Source: an optimization exercise on an open RTL-to-GDS flow (aim: small area). Production flows keep margins and buffers that such runs may drop.
The RTL of this run was laid out without a check of its function.
Power and IR drop assume default switching activity.

==> flow/design.v <==
`default_nettype none
package adc_rx_pkg;
  typedef logic [16-1:0] sample_t;
  typedef sample_t [64/16-1:0] word_t;
  typedef logic [4-1:0] ch_mask_t;
  typedef enum logic [12-1:0] {
    REG_CTRL   = 12'h000,
    REG_STATUS = 12'h004,
    REG_COUNT  = 12'h008
  } reg_addr_e;
endpackage
`default_nettype wire
`timescale 1ns/10ps
`default_nettype none
module adc_ctrl_regs (
  input  wire logic                          clk,
  input  wire logic                          rst_n,
  input  wire logic                          psel,
  input  wire logic                          penable,
  input  wire logic                          pwrite,
  input  wire logic [12-1:0] paddr,
  input  wire logic [31:0]                   pwdata,
  input  wire logic                          overflow,
  input  wire logic                          word_sent,
  output logic      [31:0]                   prdata,
  output logic                               pready,
  output logic                               pslverr,
  output adc_rx_pkg::ch_mask_t               ch_mask,
  output logic                               offset_binary,
  output logic                               run
);
  localparam int FMT_BIT = 4;
  localparam int RUN_BIT = 8;
  adc_rx_pkg::reg_addr_e addr;
  logic                  access;
  logic                  addr_ok;
  logic [31:0]           rd_data;
  logic                  ctrl_wr;
  logic                  status_wr;
  logic                  count_clr;
  logic                  ovf_flag;
  logic [31:0]           word_count;
  assign addr   = adc_rx_pkg::reg_addr_e'(paddr);
  assign access = psel & penable;
  always_comb begin
    addr_ok = 1'b1;
    rd_data = '0;
    case (addr)
      adc_rx_pkg::REG_CTRL:   rd_data = {23'd0, run, 3'd0, offset_binary, ch_mask};
      adc_rx_pkg::REG_STATUS: rd_data = {31'd0, ovf_flag};
      adc_rx_pkg::REG_COUNT:  rd_data = word_count;
      default:                addr_ok = 1'b0;
    endcase
  end
  assign pready  = access;
  assign pslverr = access & ~addr_ok;
  assign prdata  = (access & addr_ok) ? rd_data : '0;
  assign ctrl_wr   = access & pwrite & (addr == adc_rx_pkg::REG_CTRL);
  assign status_wr = access & pwrite & (addr == adc_rx_pkg::REG_STATUS);
  assign count_clr = ctrl_wr & pwdata[RUN_BIT] & ~run;
  always_ff @(posedge clk or negedge rst_n) begin
    if (!rst_n) begin
      ch_mask       <= '0;
      offset_binary <= 1'b0;
      run           <= 1'b0;
    end else if (ctrl_wr) begin
      ch_mask       <= pwdata[4-1:0];
      offset_binary <= pwdata[FMT_BIT];
      run           <= pwdata[RUN_BIT];
    end
  end
  always_ff @(posedge clk or negedge rst_n) begin
    if (!rst_n) begin
      ovf_flag <= 1'b0;
    end else if (overflow) begin
      ovf_flag <= 1'b1;
    end else if (status_wr && pwdata[0]) begin
      ovf_flag <= 1'b0;
    end
  end
  always_ff @(posedge clk or negedge rst_n) begin
    if (!rst_n) begin
      word_count <= '0;
    end else if (count_clr) begin
      word_count <= '0;
    end else if (word_sent) begin
      word_count <= word_count + 32'd1;
    end
  end
endmodule
`default_nettype wire
`timescale 1ns/10ps
`default_nettype none
module adc_sample_capture (
  input  wire logic                 clk,
  input  wire logic                 rst_n,
  input  wire logic                 run,
  input  wire adc_rx_pkg::ch_mask_t ch_mask,
  input  wire logic                 offset_binary,
  input  wire logic                 s_valid,
  input  wire adc_rx_pkg::sample_t  s_data_0,
  input  wire adc_rx_pkg::sample_t  s_data_1,
  input  wire adc_rx_pkg::sample_t  s_data_2,
  input  wire adc_rx_pkg::sample_t  s_data_3,
  output logic                      cap_valid,
  output adc_rx_pkg::sample_t       cap_data_0,
  output adc_rx_pkg::sample_t       cap_data_1,
  output adc_rx_pkg::sample_t       cap_data_2,
  output adc_rx_pkg::sample_t       cap_data_3,
  output adc_rx_pkg::ch_mask_t      cap_mask
);
  logic                take;
  adc_rx_pkg::sample_t msb_flip;
  assign take = s_valid & run;
  assign msb_flip = {offset_binary, {(16-1){1'b0}}};
  always_ff @(posedge clk or negedge rst_n) begin
    if (!rst_n) begin
      cap_valid <= 1'b0;
    end else begin
      cap_valid <= take & (|ch_mask);
    end
  end
  always_ff @(posedge clk) begin
    if (take) begin
      cap_data_0 <= s_data_0 ^ msb_flip;
      cap_data_1 <= s_data_1 ^ msb_flip;
      cap_data_2 <= s_data_2 ^ msb_flip;
      cap_data_3 <= s_data_3 ^ msb_flip;
      cap_mask   <= ch_mask;
    end
  end
endmodule
`default_nettype wire
`timescale 1ns/10ps
`default_nettype none
module adc_channel_pack (
  input  wire logic                 clk,
  input  wire logic                 rst_n,
  input  wire logic                 run,
  input  wire logic                 cap_valid,
  input  wire adc_rx_pkg::sample_t  cap_data_0,
  input  wire adc_rx_pkg::sample_t  cap_data_1,
  input  wire adc_rx_pkg::sample_t  cap_data_2,
  input  wire adc_rx_pkg::sample_t  cap_data_3,
  input  wire adc_rx_pkg::ch_mask_t cap_mask,
  output logic                      pk_valid,
  output adc_rx_pkg::word_t         pk_word
);
  localparam int NUM_CH = 4;
  localparam int LANES  = 64 / 16;
  adc_rx_pkg::sample_t                              chan [NUM_CH];
  logic [NUM_CH-1:0][16-1:0]          comp;
  logic [2:0]                                       n_en;
  logic [2*LANES-2:0][16-1:0]         merged;
  logic [2:0]                                       total;
  logic [LANES-1:0][16-1:0]           acc;
  logic [1:0]                                       lvl;
  assign chan[0] = cap_data_0;
  assign chan[1] = cap_data_1;
  assign chan[2] = cap_data_2;
  assign chan[3] = cap_data_3;
  always_comb begin
    comp = '0;
    n_en = '0;
    for (int c = 0; c < NUM_CH; c++) begin
      if (cap_mask[c]) begin
        comp[n_en[1:0]] = chan[c];
        n_en = n_en + 3'd1;
      end
    end
  end
  always_comb begin
    merged = '0;
    for (int j = 0; j < NUM_CH; j++) begin
      merged[lvl + j] = comp[j];
    end
    for (int i = 0; i < LANES - 1; i++) begin
      if (i < lvl) begin
        merged[i] = acc[i];
      end
    end
  end
  assign total = {1'b0, lvl} + n_en;
  always_ff @(posedge clk or negedge rst_n) begin
    if (!rst_n) begin
      lvl      <= '0;
      pk_valid <= 1'b0;
    end else if (!run) begin
      lvl      <= '0;
      pk_valid <= 1'b0;
    end else begin
      pk_valid <= cap_valid & total[2];
      if (cap_valid) begin
        lvl <= total[1:0];
      end
    end
  end
  always_ff @(posedge clk) begin
    if (cap_valid) begin
      if (total[2]) begin
        pk_word <= merged[LANES-1:0];
        acc     <= {{16{1'b0}}, merged[2*LANES-2:LANES]};
      end else begin
        acc <= merged[LANES-1:0];
      end
    end
  end
endmodule
`default_nettype wire
`timescale 1ns/10ps
`default_nettype none
module adc_output_fifo #(
  parameter int DEPTH = 8
) (
  input  wire logic               clk,
  input  wire logic               rst_n,
  input  wire logic               pk_valid,
  input  wire adc_rx_pkg::word_t  pk_word,
  input  wire logic               m_ready,
  output logic                    m_valid,
  output adc_rx_pkg::word_t       m_data,
  output logic                    overflow,
  output logic                    word_sent
);
  localparam int AW = $clog2(DEPTH);
  adc_rx_pkg::word_t mem [DEPTH];
  logic [AW:0]       wr_ptr;
  logic [AW:0]       rd_ptr;
  logic              empty;
  logic              full;
  logic              push;
  logic              pop;
  assign empty = (wr_ptr == rd_ptr);
  assign full  = (wr_ptr[AW] != rd_ptr[AW]) && (wr_ptr[AW-1:0] == rd_ptr[AW-1:0]);
  assign push = pk_valid & ~full;
  assign pop  = m_valid & m_ready;
  assign m_valid = ~empty;
  assign m_data  = mem[rd_ptr[AW-1:0]];
  assign overflow  = pk_valid & full;
  assign word_sent = pop;
  always_ff @(posedge clk or negedge rst_n) begin
    if (!rst_n) begin
      wr_ptr <= '0;
      rd_ptr <= '0;
    end else begin
      if (push) begin
        wr_ptr <= wr_ptr + 1'b1;
      end
      if (pop) begin
        rd_ptr <= rd_ptr + 1'b1;
      end
    end
  end
  always_ff @(posedge clk) begin
    if (push) begin
      mem[wr_ptr[AW-1:0]] <= pk_word;
    end
  end
endmodule
`default_nettype wire
`timescale 1ns/10ps
`default_nettype none
module adc_rx_top (
  input  wire logic                          clk,
  input  wire logic                          rst_n,
  input  wire logic                          psel,
  input  wire logic                          penable,
  input  wire logic                          pwrite,
  input  wire logic [12-1:0] paddr,
  input  wire logic [31:0]                   pwdata,
  output logic      [31:0]                   prdata,
  output logic                               pready,
  output logic                               pslverr,
  input  wire logic                          s_valid,
  input  wire adc_rx_pkg::sample_t           s_data_0,
  input  wire adc_rx_pkg::sample_t           s_data_1,
  input  wire adc_rx_pkg::sample_t           s_data_2,
  input  wire adc_rx_pkg::sample_t           s_data_3,
  output logic                               m_valid,
  output adc_rx_pkg::word_t                  m_data,
  input  wire logic                          m_ready
);
  adc_rx_pkg::ch_mask_t ch_mask;
  logic                 offset_binary;
  logic                 run;
  logic                 cap_valid;
  adc_rx_pkg::sample_t  cap_data_0;
  adc_rx_pkg::sample_t  cap_data_1;
  adc_rx_pkg::sample_t  cap_data_2;
  adc_rx_pkg::sample_t  cap_data_3;
  adc_rx_pkg::ch_mask_t cap_mask;
  logic                 pk_valid;
  adc_rx_pkg::word_t    pk_word;
  logic                 overflow;
  logic                 word_sent;
  adc_ctrl_regs regs_i (
    .clk           (clk),
    .rst_n         (rst_n),
    .psel          (psel),
    .penable       (penable),
    .pwrite        (pwrite),
    .paddr         (paddr),
    .pwdata        (pwdata),
    .overflow      (overflow),
    .word_sent     (word_sent),
    .prdata        (prdata),
    .pready        (pready),
    .pslverr       (pslverr),
    .ch_mask       (ch_mask),
    .offset_binary (offset_binary),
    .run           (run)
  );
  adc_sample_capture capture_i (
    .clk           (clk),
    .rst_n         (rst_n),
    .run           (run),
    .ch_mask       (ch_mask),
    .offset_binary (offset_binary),
    .s_valid       (s_valid),
    .s_data_0      (s_data_0),
    .s_data_1      (s_data_1),
    .s_data_2      (s_data_2),
    .s_data_3      (s_data_3),
    .cap_valid     (cap_valid),
    .cap_data_0    (cap_data_0),
    .cap_data_1    (cap_data_1),
    .cap_data_2    (cap_data_2),
    .cap_data_3    (cap_data_3),
    .cap_mask      (cap_mask)
  );
  adc_channel_pack pack_i (
    .clk        (clk),
    .rst_n      (rst_n),
    .run        (run),
    .cap_valid  (cap_valid),
    .cap_data_0 (cap_data_0),
    .cap_data_1 (cap_data_1),
    .cap_data_2 (cap_data_2),
    .cap_data_3 (cap_data_3),
    .cap_mask   (cap_mask),
    .pk_valid   (pk_valid),
    .pk_word    (pk_word)
  );
  adc_output_fifo #(
    .DEPTH (8)
  ) fifo_i (
    .clk       (clk),
    .rst_n     (rst_n),
    .pk_valid  (pk_valid),
    .pk_word   (pk_word),
    .m_ready   (m_ready),
    .m_valid   (m_valid),
    .m_data    (m_data),
    .overflow  (overflow),
    .word_sent (word_sent)
  );
endmodule
`default_nettype wire
==> flow/run.sh <==
#!/bin/bash
# synth_recipe.tcl (not shown) runs the flow's synth.tcl, then flattens the netlist and writes it again
# the make line also repeats each setting of config.mk as NAME=value (left out here)
make -C /OpenROAD-flow-scripts/flow DESIGN_CONFIG=/design/flow/config.mk WORK_HOME=/design/flow/orfs CLKGATE_MAP_FILE= SYNTH_SCRIPT=/design/flow/synth_recipe.tcl finish
==> flow/config.mk <==
export PLATFORM = sky130hd
export DESIGN_NAME = adc_rx_top
export DESIGN_NICKNAME = adc_rx_top
export VERILOG_FILES = /design/flow/design.v
export SDC_FILE = /design/flow/constraint.sdc
export NUM_CORES = 4
export LEC_CHECK = 0
export CAP_MARGIN = 20
export CORE_MARGIN = 2
export CORE_UTILIZATION = 40
export SLEW_MARGIN = 20
==> flow/constraint.sdc <==
create_clock -name core_clock -period 6.0 [get_ports {clk}]
set_input_delay 1.2000 -clock core_clock [delete_from_list [all_inputs] [get_ports {clk}]]
set_output_delay 1.2000 -clock core_clock [all_outputs]
set_load 0.01 [all_outputs]
==> run summary <==
The flow ran to the end and the layout has no timing, DRC or antenna violations. The clock slew seen by the registers of the worst setup and hold paths was 0.06 ns. The tools report the final-report max-slew violation count as 0.

The tools report the routed wire length on met2 as 41.1 mm. The largest fanout on the critical path is 22, and the post-route fraction of the period consumed by the critical path is 82.5%. Antenna diode count: 0. The max capacitance violation total came out at 0. The vias after detailed routing was 19800; the clock tree skew after final layout was 0.0197 ns. Number of antenna violations at the first check in global routing: 3. Setup repair after global routing left no endpoint under its margin. The run gives 57.6 mm as the detailed placement HPWL. The final-layout fill cell count is 6822, and the overall power is 13100 µW.

For the worst setup path, the data required time is 4.80 ns. Yosys attributes the largest share of cell area to sky130_fd_sc_hd__edfxtp_1 63%, sky130_fd_sc_hd__mux4_2 8.8%, sky130_fd_sc_hd__dfrtp_1 3.9%, sky130_fd_sc_hd__mux2_2 2.4%, sky130_fd_sc_hd__nor2_1 1.5%. For this run the aggregate overflow at the end of global routing stands at 0. Adding up every negative setup slack in the final design gives 0 ns. Sequential cell area: 22100 µm².

The layout net count was 2417; the number of buffers inserted to repair setup after CTS was 0. The kind of end point of the critical path is a primary output. The number of global-route vias before repair came out at 19900. In the detailed route, the total length drawn on met3 is 5.90 mm. The average routed wire per standard cell works out to 25.9 µm. The worst register-to-register path begins at capture_i.cap_mask[0]. Sequential cells were found to cover 67.3% of the synthesized design area. The transition at the pin with the smallest max-transition slack was 1.12 ns. Counting along the longest clock path gives a buffer depth of 3. Among all flip-flop cells after synthesis, the most frequent one is sky130_fd_sc_hd__edfxtp_1. The placeable core region was 80800 µm²; the fraction of layout cells with a size suffix above 1 was 18.6%. In this run the cell area measured after placement is 36200 µm². The power density over cell area is 341 nW/µm², and the number of cells on the worst hold path is 1. In this run, synthesis inferred 692 flip-flops with an integrated enable. The run gives 214 as the number of top-level pins. The clock latency on the worst-skew pair is 0.63 ns. The clock tree synthesis step divided the H-tree into 3 levels.

The logs give 0 for the count of antenna-violating nets left after detailed routing and 1.00 for the global placer's final weighted congestion. Endpoint of the worst hold-timing path: fifo_i.rd_ptr[3]. The count of input and output buffers works out to 187. For this run, the detailed router's first-pass iteration total came to 6.

The initial utilization of the core area, before any placement, comes to 40.5%. In this run the top signal layer used is met4. Worst flop-to-flop path endpoint: pack_i.acc[14]. The synthesis-to-layout area growth was 17.5%. TritonCTS built the clock tree. After synthesis the netlist holds a flip-flop and latch count of 743. The top cell types in the final layout, fill and taps aside, are 692 x sky130_fd_sc_hd__edfxtp_1, 186 x sky130_fd_sc_hd__clkdlybuf4s50_1, 128 x sky130_fd_sc_hd__mux4_2. Clock tree synthesis inserted a total of 75 buffers. The logs give 0.248 mV for the peak supply drop and 88.0 mm for the overall routed net length.

In this run the worst hold path is classified as reg2reg. In the global route stage, overall resource usage came out at 20.8%. Leaving out fill and tap cells, the most frequent cell in the layout is sky130_fd_sc_hd__edfxtp_1. The first global-routing pass estimated 132 mm of wire. The tools report the synthesized netlist net count as 2233.

The mean post-synth cell area was 15.6 µm². Horizontal die dimension: 290 µm. In this run the most critical hold path is launched from fifo_i.rd_ptr[3]. The run gives 10200 µm² as the area used by multi-input combinational logic. Once the clock tree was built, the resizer swapped 0 gates to a different size. After the first detailed-routing iteration, the DRC count stood at 1944. The post-detailed-route via-to-cell ratio came out at 5.82.

Counting every sink on the clock net gives 743. The synthesized netlist contains 85 unique library cells. The logs give 5 for the total number of yosys warnings and 47.7% for the share of the core filled with cells.

After technology mapping, the gate count stands at 2097. The logs give 1.05 ns for the final setup slack of the worst path and 0 for the count of endpoints failing setup in the final report. The logs give 0 for the final number of hold-violating endpoints and 0 for the number of hold buffers added after CTS.

At the worst endpoint, the arrival time is 3.75 ns. The highest clock frequency the design can meet is 202 MHz. Sum of routed wire segments on met1: 38.8 mm. The worst setup path is launched from an input port. The post-layout minimum cycle time was 4.95 ns; the worst setup slack before clock tree synthesis was 1.05 ns.

Summing every instance area after synthesis gives 32800 µm². The worst setup path is of the in2out kind. Setup slack on the worst reg-to-reg path comes out at 1.38 ns. After synthesis, the share of flip-flops with an asynchronous set or reset is 6.86%. The post-route standard cell area excluding fillers was 38500 µm². In the routed design, unresolved DRC markers number 0. The total leakage power was 0.0123 µW; the vertical die dimension was 290 µm. The worst pin sits at a relative slew slack of 25.1%. The leading area contributor after synthesis is sky130_fd_sc_hd__edfxtp_1. Portion of synthesized cell area occupied by the leading cell type: 63.4%.

The tools report the maximum number of pins on one net before global-route repair as 65. The area of the die is 84200 µm², and the number of cell instances on the worst register-to-register path is 13. The floorplan has 104 rows.

The cell sitting at the root of the clock tree is a sky130_fd_sc_hd__clkbuf_16.
## layout make-up
class,count,area share [%]
inverters,21,0.205
well taps,1060,3.44
clock buffers,92,5.09
multi-input cells,1188,26.4
flip-flops and latches,743,57.3
clock inverters,43,1.00
repair buffers,252,6.57
## sequential cells by signal (all words and copies together) (netlist names)
signal / count
fifo_i.mem: 512
pack_i.pk_word: 64
pack_i.acc: 48
regs_i.word_count: 32
capture_i.cap_data_0: 16
capture_i.cap_data_1: 16
capture_i.cap_data_2: 16
capture_i.cap_data_3: 16
capture_i.cap_mask: 4
fifo_i.rd_ptr: 4
fifo_i.wr_ptr: 4
regs_i.ch_mask: 4
pack_i.lvl: 2
capture_i.cap_valid: 1
pack_i.pk_valid: 1
regs_i.offset_binary: 1
regs_i.ovf_flag: 1
regs_i.run: 1
## where the power goes
group | switching (µW) | internal (µW)
sequential | 209 | 5620
clock | 1970 | 2530
combinational | 1110 | 1700
total | 3290 | 9850
## critical path, stage by stage
cell,delay (ns)
sky130_fd_sc_hd__clkdlybuf4s50_1,0.41
sky130_fd_sc_hd__nor4_1,0.27
sky130_fd_sc_hd__nand3_1,0.21
sky130_fd_sc_hd__or3_1,0.56
sky130_fd_sc_hd__nor2_1,0.16
sky130_fd_sc_hd__buf_4,0.21
sky130_fd_sc_hd__and2_1,0.15
sky130_fd_sc_hd__clkdlybuf4s50_1,0.56
## worst max-delay path by stage
stage	startpoint	endpoint	slack (ns)	depth (start not counted)
after global placement	paddr[1]	prdata[17]	1.08	8
after CTS	paddr[0]	prdata[12]	1.05	8
after global routing	paddr[0]	prdata[29]	0.86	8
final	paddr[0]	prdata[12]	1.05	8
after detailed placement	paddr[0]	prdata[12]	1.05	8
after floorplan	capture_i.cap_mask[0]	pack_i.pk_word[0]	0.02	15
## metal layers
layer / track usage (%) / vias to the layer above
li1: - / 8776
met1: 29.1 / 10100
met2: 33.2 / 737
met3: 3.95 / 125
met4: 6.06 / 0
met5: 0 / -
## cells by family (layout without fill, tap and decap cells)
logic type,after synthesis,in the layout,share of synthesized area [%]
AOI/OAI and AO/OA,406,406,9.10
xor gates and xnor gates,49,49,1.37
adders and majority gates,21,21,0.825
buffers and inverters,166,408,2.06
DFF,743,743,67.3
muxes,206,206,11.5
and+or+nand+nor,506,506,7.89
## cell usage after synthesis, types with 6 or more instances
master                     count
sky130_fd_sc_hd__and3_1       12
sky130_fd_sc_hd__o21ai_1      15
sky130_fd_sc_hd__nor3_1       30
sky130_fd_sc_hd__a21boi_0      6
sky130_fd_sc_hd__mux4_2      128
sky130_fd_sc_hd__a21oi_1      65
sky130_fd_sc_hd__o32ai_1      11
sky130_fd_sc_hd__or3_1         8
sky130_fd_sc_hd__nand2b_1     35
sky130_fd_sc_hd__a221oi_1     31
sky130_fd_sc_hd__ha_1         20
sky130_fd_sc_hd__nand2_1      85
sky130_fd_sc_hd__edfxtp_1    692
sky130_fd_sc_hd__o221a_2       8
sky130_fd_sc_hd__and2_1       40
sky130_fd_sc_hd__o21ai_0      48
sky130_fd_sc_hd__dfrtp_1      51
sky130_fd_sc_hd__mux2_2       71
sky130_fd_sc_hd__a221o_1      16
sky130_fd_sc_hd__o211ai_1     11
sky130_fd_sc_hd__a22oi_1      38
sky130_fd_sc_hd__a31oi_1      19
sky130_fd_sc_hd__mux2i_1       7
sky130_fd_sc_hd__inv_1        17
sky130_fd_sc_hd__nor2b_1      20
sky130_fd_sc_hd__a211oi_1      6
sky130_fd_sc_hd__nand4_1      23
sky130_fd_sc_hd__buf_2        20
sky130_fd_sc_hd__nand3_1      75
sky130_fd_sc_hd__clkbuf_1    104
sky130_fd_sc_hd__nand3b_1     19
sky130_fd_sc_hd__a221oi_2     11
sky130_fd_sc_hd__a22o_1       19
sky130_fd_sc_hd__buf_1        17
sky130_fd_sc_hd__xor2_1       31
sky130_fd_sc_hd__o22ai_1      40
sky130_fd_sc_hd__xnor2_1      17
sky130_fd_sc_hd__nor2_1      130
sky130_fd_sc_hd__o31ai_1       7
## through the flow
step	std cells	hold slack (ns)
global route	3399	0.526
CTS	3399	0.495
global placement	3264	0.480
floorplan	2097	0.462
finish	3399	0.490
detailed placement	3264	0.485

## port drivers added, routing unchanged
The results above use ideal ports. As a check the final layout listed here was re-extracted and re-timed, cells and wires unchanged. Step 1 assumes that a clkbuf_16 drives the clock port and a buf_2 every other input. Step 2, shift: input delay + t, output delay - t, t = (earliest + latest rising clock arrival at the registers) / 2. This alone moves slack from input paths to output paths. a / b / c = ideal ports / drivers / drivers and shift; a / b = the first two.
t (ns): 0.678
setup slack, ns: 1.049 / 1.026 / 1.026
clock arrival spread, ns: 0.023 / 0.024
worst register clock-pin slew, ns: 0.07 / 0.07
cell pins on the clock port's net: 1
After both steps this run still meets setup and hold. The setup slack of this run moves by -0.023 ns with the drivers and by -0.023 ns with both steps.
